Background: an optimization exercise with open tools, aiming at small area, a short achievable clock period and few clock cycles per item. Do not read the settings as production practice.
The RTL was checked by simulation tests, not by an equivalence proof against the original design.

==> trial 69 <==
==> flow/design.v <==
module ex_stage_top
(
	input  logic        clk,
	input  logic        reset_i,
	input  logic        issue_valid_i,
	input  logic [31:0] issue_inst_i,
	input  logic [63:0] issue_op1_i,
	input  logic [63:0] issue_op2_i,
	input  logic [63:0] issue_base_i,
	input  logic [63:0] issue_offset_i,
	input  logic [4:0]  issue_rd_i,
	output logic        wb_valid_o,
	output logic [4:0]  wb_rd_o,
	output logic [63:0] wb_data_o,
	output logic        redirect_valid_o,
	output logic [63:0] redirect_target_o,
	output logic        hold_o
);
	localparam int D     = 8;
	localparam int SB    = 2 * D;
	localparam int NSTEP = 64 / SB;
	localparam int NSW   = 32 / SB;
	localparam int CW    = (NSTEP > 1) ? $clog2(NSTEP) : 1;
	localparam int SW    = 65 + SB;
	logic [6:0] opc;
	logic [2:0] f3;
	logic [6:0] f7;
	logic       f7_zero;
	logic       f7_alt;
	logic       i6_zero;
	logic       i6_alt;
	assign opc     = issue_inst_i[6:0];
	assign f3      = issue_inst_i[14:12];
	assign f7      = issue_inst_i[31:25];
	assign f7_zero = f7 == 7'b0000000;
	assign f7_alt  = f7 == 7'b0100000;
	assign i6_zero = issue_inst_i[31:26] == 6'b000000;
	assign i6_alt  = issue_inst_i[31:26] == 6'b010000;
	logic op_op;
	logic op_imm;
	logic op_32;
	logic op_imm32;
	logic op_br;
	logic op_jal;
	logic op_jalr;
	logic op_lui;
	logic op_auipc;
	assign op_op    = opc == 7'b0110011;
	assign op_imm   = opc == 7'b0010011;
	assign op_32    = opc == 7'b0111011;
	assign op_imm32 = opc == 7'b0011011;
	assign op_br    = opc == 7'b1100011;
	assign op_jal   = opc == 7'b1101111;
	assign op_jalr  = opc == 7'b1100111;
	assign op_lui   = opc == 7'b0110111;
	assign op_auipc = opc == 7'b0010111;
	logic legal;
	logic is_mul;
	always_comb begin
		legal = op_jal || op_jalr || op_lui || op_auipc;
		if (op_op) begin
			legal = f7_zero || (f7_alt && (f3 == 3'd0 || f3 == 3'd5));
		end
		if (op_imm) begin
			case (f3)
				3'd1:    legal = i6_zero;
				3'd5:    legal = i6_zero || i6_alt;
				default: legal = 1'b1;
			endcase
		end
		if (op_32) begin
			case (f3)
				3'd0, 3'd5: legal = f7_zero || f7_alt;
				3'd1:       legal = f7_zero;
				default:    legal = 1'b0;
			endcase
		end
		if (op_imm32) begin
			case (f3)
				3'd0:    legal = 1'b1;
				3'd1:    legal = f7_zero;
				3'd5:    legal = f7_zero || f7_alt;
				default: legal = 1'b0;
			endcase
		end
	end
	assign is_mul = f7 == 7'b0000001 &&
		((op_op && !f3[2]) || (op_32 && f3 == 3'd0));
	logic i6;
	logic i5;
	logic i3;
	logic i2;
	logic alt;
	logic cls;
	logic word;
	logic sub;
	assign i6   = issue_inst_i[6];
	assign i5   = issue_inst_i[5];
	assign i3   = issue_inst_i[3];
	assign i2   = issue_inst_i[2];
	assign alt  = issue_inst_i[30];
	assign cls  = !i6 && !i2;
	assign word = !i6 && i3;
	assign sub  = !i2 && (i6 || ((f3 == 3'd0) ? (alt && i5) : (f3[2:1] == 2'b01)));
	logic [63:0] op1;
	logic [63:0] op2;
	logic [65:0] addsub;
	logic [63:0] sum;
	logic        ltu;
	logic        lt;
	logic        eq;
	assign op1 = issue_op1_i;
	assign op2 = issue_op2_i;
	assign addsub = {1'b0, op1, 1'b1} + {1'b0, op2 ^ {64{sub}}, sub};
	assign sum    = addsub[64:1];
	assign ltu    = !addsub[65];
	assign lt     = (op1[63] ^ op2[63]) ? op1[63] : sum[63];
	assign eq     = op1 == op2;
	logic        sh_left;
	logic        sh_fill;
	logic [5:0]  shamt;
	logic [63:0] sh_in;
	logic [63:0] sh_out;
	logic [63:0] op1_rev;
	logic [63:0] sh_out_rev;
	always_comb begin
		for (int i = 0; i < 64; i++) begin
			op1_rev[i]    = op1[63 - i];
			sh_out_rev[i] = sh_out[63 - i];
		end
	end
	assign sh_left = !f3[2];
	assign sh_fill = alt && (word ? op1[31] : op1[63]);
	assign shamt   = {op2[5] && !word, op2[4:0]};
	assign sh_in   = sh_left ? op1_rev :
		word ? {{32{sh_fill}}, op1[31:0]} : op1;
	assign sh_out  = 64'($signed({sh_fill, sh_in}) >>> shamt);
	logic        s_add;
	logic        s_shl;
	logic        s_shr;
	logic        s_slt;
	logic        s_xor;
	logic        s_or;
	logic        s_and;
	logic        s_lui;
	logic [63:0] alu_res;
	assign s_add = (cls && f3 == 3'd0) || (i2 && (i6 || !i5));
	assign s_shl = cls && f3 == 3'd1;
	assign s_shr = cls && f3 == 3'd5;
	assign s_slt = cls && f3[2:1] == 2'b01;
	assign s_xor = cls && f3 == 3'd4;
	assign s_or  = cls && f3 == 3'd6;
	assign s_and = cls && f3 == 3'd7;
	assign s_lui = !i6 && i2 && i5;
	assign alu_res =
		({64{s_add}} & sum) |
		({64{s_shl}} & sh_out_rev) |
		({64{s_shr}} & sh_out) |
		{63'd0, s_slt && (f3[0] ? ltu : lt)} |
		({64{s_xor}} & (op1 ^ op2)) |
		({64{s_or}}  & (op1 | op2)) |
		({64{s_and}} & (op1 & op2)) |
		({64{s_lui}} & op1);
	logic br_cond;
	logic redirect;
	assign br_cond  = f3[2] ? (f3[1] ? ltu : lt) : eq;
	assign redirect = (op_br && f3[2:1] != 2'b01 && (br_cond ^ f3[0])) ||
		op_jal || op_jalr;
	localparam int AW = 66;
	localparam int TW = AW + SB;
	localparam logic [1:0] OM_PLAIN = 2'd0;
	localparam logic [1:0] OM_W     = 2'd1;
	localparam logic [1:0] OM_MUL   = 2'd2;
	localparam logic [1:0] OM_MULW  = 2'd3;
	logic          busy_q;
	logic          fin_q;
	logic [CW-1:0] cnt_q;
	logic          w_q;
	logic          hi_q;
	logic          a_hi_q;
	logic          ext_q;
	logic          bprev_q;
	logic          cin_q;
	logic [AW-1:0] acc_s_q;
	logic [63:0]   acc_c_q;
	logic [SB-1:0] low_s_q;
	logic [SB-1:0] low_c_q;
	logic [1:0]    omode_q;
	logic          wb_valid_q;
	logic [4:0]    wb_rd_q;
	logic [63:0]   wb_data_q;
	logic          redirect_valid_q;
	logic [63:0]   redirect_target_q;
	logic          accept;
	logic          last;
	logic          done;
	logic [64:0]   mcand;
	logic [SB:0]   mbits;
	assign accept = issue_valid_i && !busy_q;
	assign last   = w_q ? (cnt_q == CW'(NSW - 1)) : (cnt_q == CW'(NSTEP - 1));
	assign done   = fin_q || (last && !hi_q);
	assign mcand  = {a_hi_q, redirect_target_q};
	assign mbits  = {wb_data_q[SB-1:0], bprev_q};
	function automatic logic [TW-1:0] sign_const();
		logic [TW-1:0] k;
		k = (TW'(1) << (AW - 1)) + (TW'(1) << (64 + SB));
		for (int j = 0; j < D; j++) begin
			k = k + (TW'(1) << (65 + 2 * j));
		end
		sign_const = -k;
	endfunction
	logic [TW-1:0] rows [D];
	logic [D-1:0]  negs;
	always_comb begin
		for (int j = 0; j < D; j++) begin
			logic b2;
			logic b1;
			logic b0;
			logic one;
			logic two;
			logic [65:0] mag;
			logic [65:0] r;
			b2  = mbits[2 * j + 2];
			b1  = mbits[2 * j + 1];
			b0  = mbits[2 * j];
			one = b1 ^ b0;
			two = b2 ? (!b1 && !b0) : (b1 && b0);
			negs[j] = b2 && !(b1 && b0);
			mag = ({66{one}} & {mcand[64], mcand}) | ({66{two}} & {mcand, 1'b0});
			r   = mag ^ {66{negs[j]}};
			rows[j] = TW'({!r[65], r[64:0]}) << (2 * j);
			if (j == 0) begin
				rows[j] = rows[j] | sign_const();
			end else begin
				rows[j][2 * j - 2] = negs[j - 1];
			end
		end
	end
	logic [64:0]   ext_val;
	logic [TW-1:0] ext_row;
	logic [TW-1:0] s_row;
	logic [TW-1:0] c_row;
	assign ext_val = (ext_q && last) ? mcand : 65'd0;
	assign ext_row = {!ext_val[64], ext_val[63:0], SB'(negs[D-1]) << (SB - 2)};
	assign s_row   = TW'({!acc_s_q[AW-1], acc_s_q[AW-2:0]});
	assign c_row   = TW'(acc_c_q);
	localparam int NR = D + 3;
	function automatic int next_rows(input int n);
		next_rows = 2 * (n / 3) + (n % 3);
	endfunction
	function automatic int tree_levels(input int n);
		int l;
		int m;
		l = 0;
		m = n;
		while (m > 2) begin
			m = next_rows(m);
			l++;
		end
		tree_levels = l;
	endfunction
	function automatic int rows_at(input int n, input int level);
		int m;
		m = n;
		for (int l = 0; l < level; l++) begin
			m = next_rows(m);
		end
		rows_at = m;
	endfunction
	localparam int NL = tree_levels(NR);
	logic [(NL + 1) * NR * TW - 1:0] tree;
	assign tree[0 * TW +: TW] = s_row;
	assign tree[1 * TW +: TW] = c_row;
	assign tree[2 * TW +: TW] = ext_row;
	genvar gj;
	generate
		for (gj = 0; gj < D; gj++) begin : g_rows
			assign tree[(3 + gj) * TW +: TW] = rows[gj];
		end
	endgenerate
	genvar gl;
	genvar gt;
	generate
		for (gl = 0; gl < NL; gl++) begin : g_level
			localparam int N  = rows_at(NR, gl);
			localparam int N3 = N / 3;
			localparam int IB = gl * NR * TW;
			localparam int OB = (gl + 1) * NR * TW;
			for (gt = 0; gt < N3; gt++) begin : g_csa
				logic [TW-1:0] x;
				logic [TW-1:0] y;
				logic [TW-1:0] z;
				assign x = tree[IB + (3 * gt) * TW +: TW];
				assign y = tree[IB + (3 * gt + 1) * TW +: TW];
				assign z = tree[IB + (3 * gt + 2) * TW +: TW];
				assign tree[OB + (2 * gt) * TW +: TW]     = x ^ y ^ z;
				assign tree[OB + (2 * gt + 1) * TW +: TW] =
					{((x & y) | (x & z) | (y & z)), 1'b0};
			end
			for (gt = 3 * N3; gt < N; gt++) begin : g_pass
				assign tree[OB + (gt - N3) * TW +: TW] = tree[IB + gt * TW +: TW];
			end
			for (gt = N - N3; gt < NR; gt++) begin : g_zero
				assign tree[OB + gt * TW +: TW] = '0;
			end
		end
	endgenerate
	logic [TW-1:0] ts;
	logic [TW-1:0] tc;
	logic [1:0]    top;
	assign top = tree[NL * NR * TW + TW - 2 +: 2] + tree[NL * NR * TW + TW + TW - 2 +: 2];
	assign ts  = {top, tree[NL * NR * TW +: TW - 2]};
	assign tc  = {2'b00, tree[NL * NR * TW + TW +: TW - 2]};
	logic [SB+1:0] low_sum;
	logic [SB-1:0] low;
	logic          low_co;
	assign low_sum = {1'b0, low_s_q, 1'b1} + {1'b0, low_c_q, cin_q};
	assign low     = low_sum[SB:1];
	assign low_co  = low_sum[SB+1];
	logic [63:0] tgt_a;
	logic [63:0] tgt_b;
	logic [64:0] tgt_sum;
	logic [63:0] tgt;
	assign tgt_a   = busy_q ? acc_s_q[63:0] : issue_base_i;
	assign tgt_b   = busy_q ? acc_c_q : issue_offset_i;
	assign tgt_sum = {tgt_a, 1'b1} + {tgt_b, busy_q && low_co};
	assign tgt     = tgt_sum[64:1];
	always_ff @(posedge clk) begin
		if (reset_i) begin
			busy_q           <= 1'b0;
			wb_valid_q       <= 1'b0;
			redirect_valid_q <= 1'b0;
		end else if (busy_q) begin
			busy_q           <= !done;
			wb_valid_q       <= done;
			redirect_valid_q <= 1'b0;
		end else begin
			busy_q           <= accept && is_mul;
			wb_valid_q       <= accept && !is_mul && legal;
			redirect_valid_q <= accept && !is_mul && redirect;
		end
	end
	always_ff @(posedge clk) begin
		if (busy_q) begin
			fin_q     <= last && hi_q;
			cnt_q     <= cnt_q + 1'b1;
			bprev_q   <= wb_data_q[SB-1];
			cin_q     <= low_co;
			acc_s_q   <= ts[TW-1:SB];
			acc_c_q   <= tc[TW-3:SB];
			low_s_q   <= ts[SB-1:0];
			low_c_q   <= tc[SB-1:0];
			omode_q   <= OM_PLAIN;
			if (fin_q) begin
				wb_data_q <= tgt;
			end else if (last && !hi_q) begin
				omode_q   <= w_q ? OM_MULW : OM_MUL;
				wb_data_q <= {low, low, w_q ? wb_data_q[47:32] : wb_data_q[63:48],
					w_q ? low : wb_data_q[47:32]};
			end else begin
				wb_data_q <= {low, wb_data_q[63:SB]};
			end
		end else begin
			fin_q             <= 1'b0;
			cnt_q             <= '0;
			bprev_q           <= 1'b0;
			cin_q             <= 1'b0;
			acc_s_q           <= '0;
			acc_c_q           <= '0;
			low_s_q           <= '0;
			low_c_q           <= '0;
			omode_q           <= word ? OM_W : OM_PLAIN;
			w_q               <= i3;
			hi_q              <= f3 != 3'd0;
			a_hi_q            <= op1[63] && (f3 == 3'd1 || f3 == 3'd2);
			ext_q             <= op2[63] && f3[1] && !i3;
			wb_rd_q           <= issue_rd_i;
			wb_data_q         <= is_mul ? op2 : alu_res;
			redirect_target_q <= is_mul ? op1 : tgt;
		end
	end
	logic [63:0] wb_out;
	always_comb begin
		wb_out = wb_data_q;
		case (omode_q)
			OM_W:    wb_out[63:32] = {32{wb_data_q[31]}};
			OM_MUL:  wb_out[63:48] = low;
			OM_MULW: wb_out[63:16] = {{32{low[SB-1]}}, low};
			default: ;
		endcase
	end
	assign wb_valid_o        = wb_valid_q;
	assign wb_rd_o           = wb_rd_q;
	assign wb_data_o         = wb_out;
	assign redirect_valid_o  = redirect_valid_q;
	assign redirect_target_o = redirect_target_q;
	assign hold_o            = busy_q;
endmodule
==> flow/run.sh <==
#!/bin/bash
# synth_recipe.tcl (not shown) runs the flow's synth.tcl, then flattens the netlist and writes it again
# the make line also repeats each setting of config.mk as NAME=value (left out here)
make -C /OpenROAD-flow-scripts/flow DESIGN_CONFIG=/design/flow/config.mk WORK_HOME=/design/flow/orfs CLKGATE_MAP_FILE= SYNTH_SCRIPT=/design/flow/synth_recipe.tcl finish
==> flow/config.mk <==
export PLATFORM = sky130hd
export DESIGN_NAME = ex_stage_top
export DESIGN_NICKNAME = ex_stage_top
export VERILOG_FILES = /design/flow/design.v
export SDC_FILE = /design/flow/constraint.sdc
export NUM_CORES = 4
export LEC_CHECK = 0
export ABC_AREA = 1
export CAP_MARGIN = 20
export CORE_MARGIN = 2
export CORE_UTILIZATION = 40
export SETUP_SLACK_MARGIN = 4
export SLEW_MARGIN = 20
==> flow/constraint.sdc <==
create_clock -name core_clock -period 9.0 [get_ports {clk}]
set_input_delay 1.8000 -clock core_clock [delete_from_list [all_inputs] [get_ports {clk}]]
set_output_delay 1.8000 -clock core_clock [all_outputs]
set_load 0.01 [all_outputs]
==> inputs of trial 71, as changes to trial 69 <==
--- a/flow/design.v
+++ b/flow/design.v
@@ -102,8 +102,9 @@
 	assign cls  = !i6 && !i2;
 	assign word = !i6 && i3;
-	assign sub  = !i2 && (i6 || ((f3 == 3'd0) ? (alt && i5) : (f3[2:1] == 2'b01)));
+	assign sub  = alt && i5 && !i2;
 	logic [63:0] op1;
 	logic [63:0] op2;
 	logic [65:0] addsub;
+	logic [64:0] cmp;
 	logic [63:0] sum;
 	logic        ltu;
@@ -114,6 +115,7 @@
 	assign addsub = {1'b0, op1, 1'b1} + {1'b0, op2 ^ {64{sub}}, sub};
 	assign sum    = addsub[64:1];
-	assign ltu    = !addsub[65];
-	assign lt     = (op1[63] ^ op2[63]) ? op1[63] : sum[63];
+	assign cmp    = {1'b0, op1} - {1'b0, op2};
+	assign ltu    = cmp[64];
+	assign lt     = (op1[63] ^ op2[63]) ? op1[63] : ltu;
 	assign eq     = op1 == op2;
 	logic        sh_left;
@@ -144,4 +146,5 @@
 	logic        s_and;
 	logic        s_lui;
+	logic [63:0] alu_early;
 	logic [63:0] alu_res;
 	assign s_add = (cls && f3 == 3'd0) || (i2 && (i6 || !i5));
@@ -153,13 +156,14 @@
 	assign s_and = cls && f3 == 3'd7;
 	assign s_lui = !i6 && i2 && i5;
-	assign alu_res =
-		({64{s_add}} & sum) |
+	assign alu_early = is_mul ? op2 :
 		({64{s_shl}} & sh_out_rev) |
 		({64{s_shr}} & sh_out) |
-		{63'd0, s_slt && (f3[0] ? ltu : lt)} |
 		({64{s_xor}} & (op1 ^ op2)) |
 		({64{s_or}}  & (op1 | op2)) |
 		({64{s_and}} & (op1 & op2)) |
 		({64{s_lui}} & op1);
+	assign alu_res = alu_early |
+		({64{s_add && !is_mul}} & sum) |
+		{63'd0, s_slt && !is_mul && (f3[0] ? ltu : lt)};
 	logic br_cond;
 	logic redirect;
@@ -243,6 +247,8 @@
 	assign ext_val = (ext_q && last) ? mcand : 65'd0;
 	assign ext_row = {!ext_val[64], ext_val[63:0], SB'(negs[D-1]) << (SB - 2)};
-	assign s_row   = TW'({!acc_s_q[AW-1], acc_s_q[AW-2:0]});
-	assign c_row   = TW'(acc_c_q);
+	logic first;
+	assign first   = cnt_q == '0;
+	assign s_row   = first ? TW'(1) << (AW - 1) : TW'({!acc_s_q[AW-1], acc_s_q[AW-2:0]});
+	assign c_row   = first ? '0 : TW'(acc_c_q);
 	localparam int NR = D + 3;
 	function automatic int next_rows(input int n);
@@ -312,18 +318,26 @@
 	assign ts  = {top, tree[NL * NR * TW +: TW - 2]};
 	assign tc  = {2'b00, tree[NL * NR * TW + TW +: TW - 2]};
-	logic [SB+1:0] low_sum;
 	logic [SB-1:0] low;
 	logic          low_co;
-	assign low_sum = {1'b0, low_s_q, 1'b1} + {1'b0, low_c_q, cin_q};
-	assign low     = low_sum[SB:1];
-	assign low_co  = low_sum[SB+1];
+	ex_add #(.W(SB)) i_low_add (
+		.a  (low_s_q),
+		.b  (low_c_q),
+		.ci (cin_q),
+		.s  (low),
+		.co (low_co)
+	);
 	logic [63:0] tgt_a;
 	logic [63:0] tgt_b;
-	logic [64:0] tgt_sum;
 	logic [63:0] tgt;
-	assign tgt_a   = busy_q ? acc_s_q[63:0] : issue_base_i;
-	assign tgt_b   = busy_q ? acc_c_q : issue_offset_i;
-	assign tgt_sum = {tgt_a, 1'b1} + {tgt_b, busy_q && low_co};
-	assign tgt     = tgt_sum[64:1];
+	logic        tgt_co;
+	assign tgt_a = busy_q ? acc_s_q[63:0] : issue_base_i;
+	assign tgt_b = busy_q ? acc_c_q : issue_offset_i;
+	ex_pfx_add #(.W(64), .ARCH(0)) i_tgt_add (
+		.a  (tgt_a),
+		.b  (tgt_b),
+		.ci (busy_q && low_co),
+		.s  (tgt),
+		.co (tgt_co)
+	);
 	always_ff @(posedge clk) begin
 		if (reset_i) begin
@@ -342,13 +356,15 @@
 	end
 	always_ff @(posedge clk) begin
+		acc_s_q <= ts[TW-1:SB];
+		acc_c_q <= tc[TW-3:SB];
+		low_s_q <= ts[SB-1:0];
+		low_c_q <= tc[SB-1:0];
+	end
+	always_ff @(posedge clk) begin
 		if (busy_q) begin
 			fin_q     <= last && hi_q;
 			cnt_q     <= cnt_q + 1'b1;
 			bprev_q   <= wb_data_q[SB-1];
-			cin_q     <= low_co;
-			acc_s_q   <= ts[TW-1:SB];
-			acc_c_q   <= tc[TW-3:SB];
-			low_s_q   <= ts[SB-1:0];
-			low_c_q   <= tc[SB-1:0];
+			cin_q     <= low_co && !first;
 			omode_q   <= OM_PLAIN;
 			if (fin_q) begin
@@ -365,9 +381,4 @@
 			cnt_q             <= '0;
 			bprev_q           <= 1'b0;
-			cin_q             <= 1'b0;
-			acc_s_q           <= '0;
-			acc_c_q           <= '0;
-			low_s_q           <= '0;
-			low_c_q           <= '0;
 			omode_q           <= word ? OM_W : OM_PLAIN;
 			w_q               <= i3;
@@ -376,9 +387,21 @@
 			ext_q             <= op2[63] && f3[1] && !i3;
 			wb_rd_q           <= issue_rd_i;
-			wb_data_q         <= is_mul ? op2 : alu_res;
+			wb_data_q         <= alu_res;
 			redirect_target_q <= is_mul ? op1 : tgt;
 		end
 	end
+	logic [1:0]  mulw_sign;
 	logic [63:0] wb_out;
+	genvar gs;
+	generate
+		for (gs = 0; gs < 2; gs++) begin : g_sign
+			ex_add_msb #(.W(SB)) i_sign (
+				.a   (low_s_q),
+				.b   (low_c_q),
+				.ci  (cin_q),
+				.msb (mulw_sign[gs])
+			);
+		end
+	endgenerate
 	always_comb begin
 		wb_out = wb_data_q;
@@ -386,5 +409,5 @@
 			OM_W:    wb_out[63:32] = {32{wb_data_q[31]}};
 			OM_MUL:  wb_out[63:48] = low;
-			OM_MULW: wb_out[63:16] = {{32{low[SB-1]}}, low};
+			OM_MULW: wb_out[63:16] = {{16{mulw_sign[1]}}, {16{mulw_sign[0]}}, low};
 			default: ;
 		endcase
@@ -397,2 +420,78 @@
 	assign hold_o            = busy_q;
 endmodule
+module ex_pfx_add #(
+	parameter int W    = 64,
+	parameter int ARCH = 0
+) (
+	input  logic [W-1:0] a,
+	input  logic [W-1:0] b,
+	input  logic         ci,
+	output logic [W-1:0] s,
+	output logic         co
+);
+	localparam int L  = (W > 1) ? $clog2(W) : 1;
+	localparam int NS = (ARCH == 1) ? (2 * L - 1) : L;
+	logic [W-1:0]            p0;
+	logic [(NS + 1) * W - 1:0] gg;
+	logic [(NS + 1) * W - 1:0] pp;
+	assign p0 = a ^ b;
+	assign gg[W-1:0] = (a & b) | {{(W - 1){1'b0}}, p0[0] & ci};
+	assign pp[W-1:0] = p0;
+	genvar st;
+	genvar i;
+	generate
+		for (st = 0; st < NS; st++) begin : g_st
+			for (i = 0; i < W; i++) begin : g_bit
+				localparam int LV = (ARCH == 1 && st >= L) ? (2 * L - 2 - st) : st;
+				localparam int D2 = 1 << LV;
+				localparam bit UP = (ARCH == 1) && (st < L);
+				localparam bit DN = (ARCH == 1) && (st >= L);
+				localparam int J  =
+					(ARCH == 0) ? (((i >> LV) << LV) - 1) :
+					(ARCH == 2) ? (i - D2) : (i - D2);
+				localparam bit CMB =
+					(ARCH == 0) ? (((i >> LV) & 1) == 1) :
+					(ARCH == 2) ? (i >= D2) :
+					UP ? (((i + 1) % (2 * D2)) == 0) :
+					(((i + 1) % (2 * D2)) == D2 && i >= 2 * D2);
+				if (CMB) begin : g_c
+					assign gg[(st + 1) * W + i] = gg[st * W + i] | (pp[st * W + i] & gg[st * W + J]);
+					assign pp[(st + 1) * W + i] = pp[st * W + i] & pp[st * W + J];
+				end else begin : g_p
+					assign gg[(st + 1) * W + i] = gg[st * W + i];
+					assign pp[(st + 1) * W + i] = pp[st * W + i];
+				end
+			end
+		end
+	endgenerate
+	logic [W-1:0] gfin;
+	assign gfin = gg[NS * W +: W];
+	assign s    = p0 ^ {gfin[W-2:0], ci};
+	assign co   = gfin[W-1];
+endmodule
+module ex_add #(
+	parameter int W = 64
+) (
+	input  logic [W-1:0] a,
+	input  logic [W-1:0] b,
+	input  logic         ci,
+	output logic [W-1:0] s,
+	output logic         co
+);
+	logic [W+1:0] t;
+	assign t  = {1'b0, a, 1'b1} + {1'b0, b, ci};
+	assign s  = t[W:1];
+	assign co = t[W+1];
+endmodule
+module ex_add_msb #(
+	parameter int W = 16
+) (
+	input  logic [W-1:0] a,
+	input  logic [W-1:0] b,
+	input  logic         ci,
+	output logic         msb
+);
+	logic [W:0] t;
+	assign t   = {a, 1'b1} + {b, ci};
+	assign msb = t[W];
+endmodule
==> flow/flow/run.sh (new file) <==
#!/bin/bash
# Layout flow: the standard flow (standard.sh) with two changes that help
# timing and area on sky130hd:
#  - the input and output port buffers are buf_4 cells; by default
#    buffer_ports picks the smallest buffer, a clkdlybuf4s50 delay cell, and
#    footprint-matched sizing can then only swap it for other delay cells;
#  - sizing may pick any equivalent cell, not only one of the same footprint.
# Synthesis is the standard synthesis, unchanged. Each step logs to its own
# file in the folder this runs in.
set -euo pipefail
bash standard.sh synth > synth.log 2>&1
sed 's|"\${@:-finish}"|"BUFFER_PORTS_ARGS=-buffer_cell sky130_fd_sc_hd__buf_4" MATCH_CELL_FOOTPRINT=0 "${@:-finish}"|' \
	standard.sh > standard_tuned.sh
grep -q MATCH_CELL_FOOTPRINT=0 standard_tuned.sh
bash standard_tuned.sh finish > layout.log 2>&1
test -s out/final.def
==> flow/standard.sh (new file) <==
#!/bin/bash
# synth_recipe.tcl (not shown) runs the flow's synth.tcl, then flattens the netlist and writes it again
# the make line also repeats each setting of config.mk as NAME=value (left out here)
make -C /OpenROAD-flow-scripts/flow DESIGN_CONFIG=/design/flow/config.mk WORK_HOME=/design/flow/orfs CLKGATE_MAP_FILE= SYNTH_SCRIPT=/design/flow/synth_recipe.tcl "${@:-finish}"
Settings changed: CORE_UTILIZATION 40 to 55.
removed: flow/run.sh
==> impl_metrics.json <==
{
  "status": "complete, no violations",
  "cp_max_fo": 3,
  "slowest_stage": "a22oi_2",
  "synth_top_area_share_pct": 19.9,
  "worst_slew_pin_slew_ps": 1210,
  "reg2reg_to": "acc_s_q[38]"
}
-- figures above: trial 69

==> impl_metrics.json <==
{
  "wl_per_cell_um": 30.8,
  "status": "complete, no violations",
  "regMostFlops": "acc_s_q",
  "dieArea_mm2": 0.108,
  "slowest_stage": "o21ai_0",
  "reg2reg_to": "redirect_target_q[15]",
  "drc": 0,
  "worst_slew_pin_slew_ps": 1200,
  "synth_top_area_share_pct": 20.1
}
-- figures above: trial 71

Testbench counts of trial 69, summed over its fixed seeds: cycles 11,373, instructions 8,000.
Testbench counts of trial 71, summed over its fixed seeds: cycles 11,373, instructions 8,000.

-- separate check: timing with driven ports --
Ports are ideal in the flow. The routed layouts listed here were re-timed in OpenROAD. Step 1 assumes that a clkbuf_16 drives the clock port and a buf_2 every other input. Step 2 also shifts input and output timing later by t, the mid clock arrival at the registers, as if the neighbouring blocks saw the same clock. a / b / c = ideal / step 1 / step 2; a / b = the first two.
run | t, ns | setup slack, ns | hold slack, ns | worst setup path at the end | worst register clock-pin slew, ns
trial 69 | 0.682 | 3.834 / 3.768 / 3.254 | 0.456 / 0.456 / 0.456 | input to register | 0.07 / 0.07
trial 71 | 0.690 | 3.838 / 3.759 / 3.241 | 0.419 / 0.419 / 0.419 | input to register | 0.07 / 0.07
After both steps setup and hold are still met in every run listed. For trial 71, which loses most, drivers alone change the setup slack by -0.079 ns; drivers and shift together by -0.597 ns.
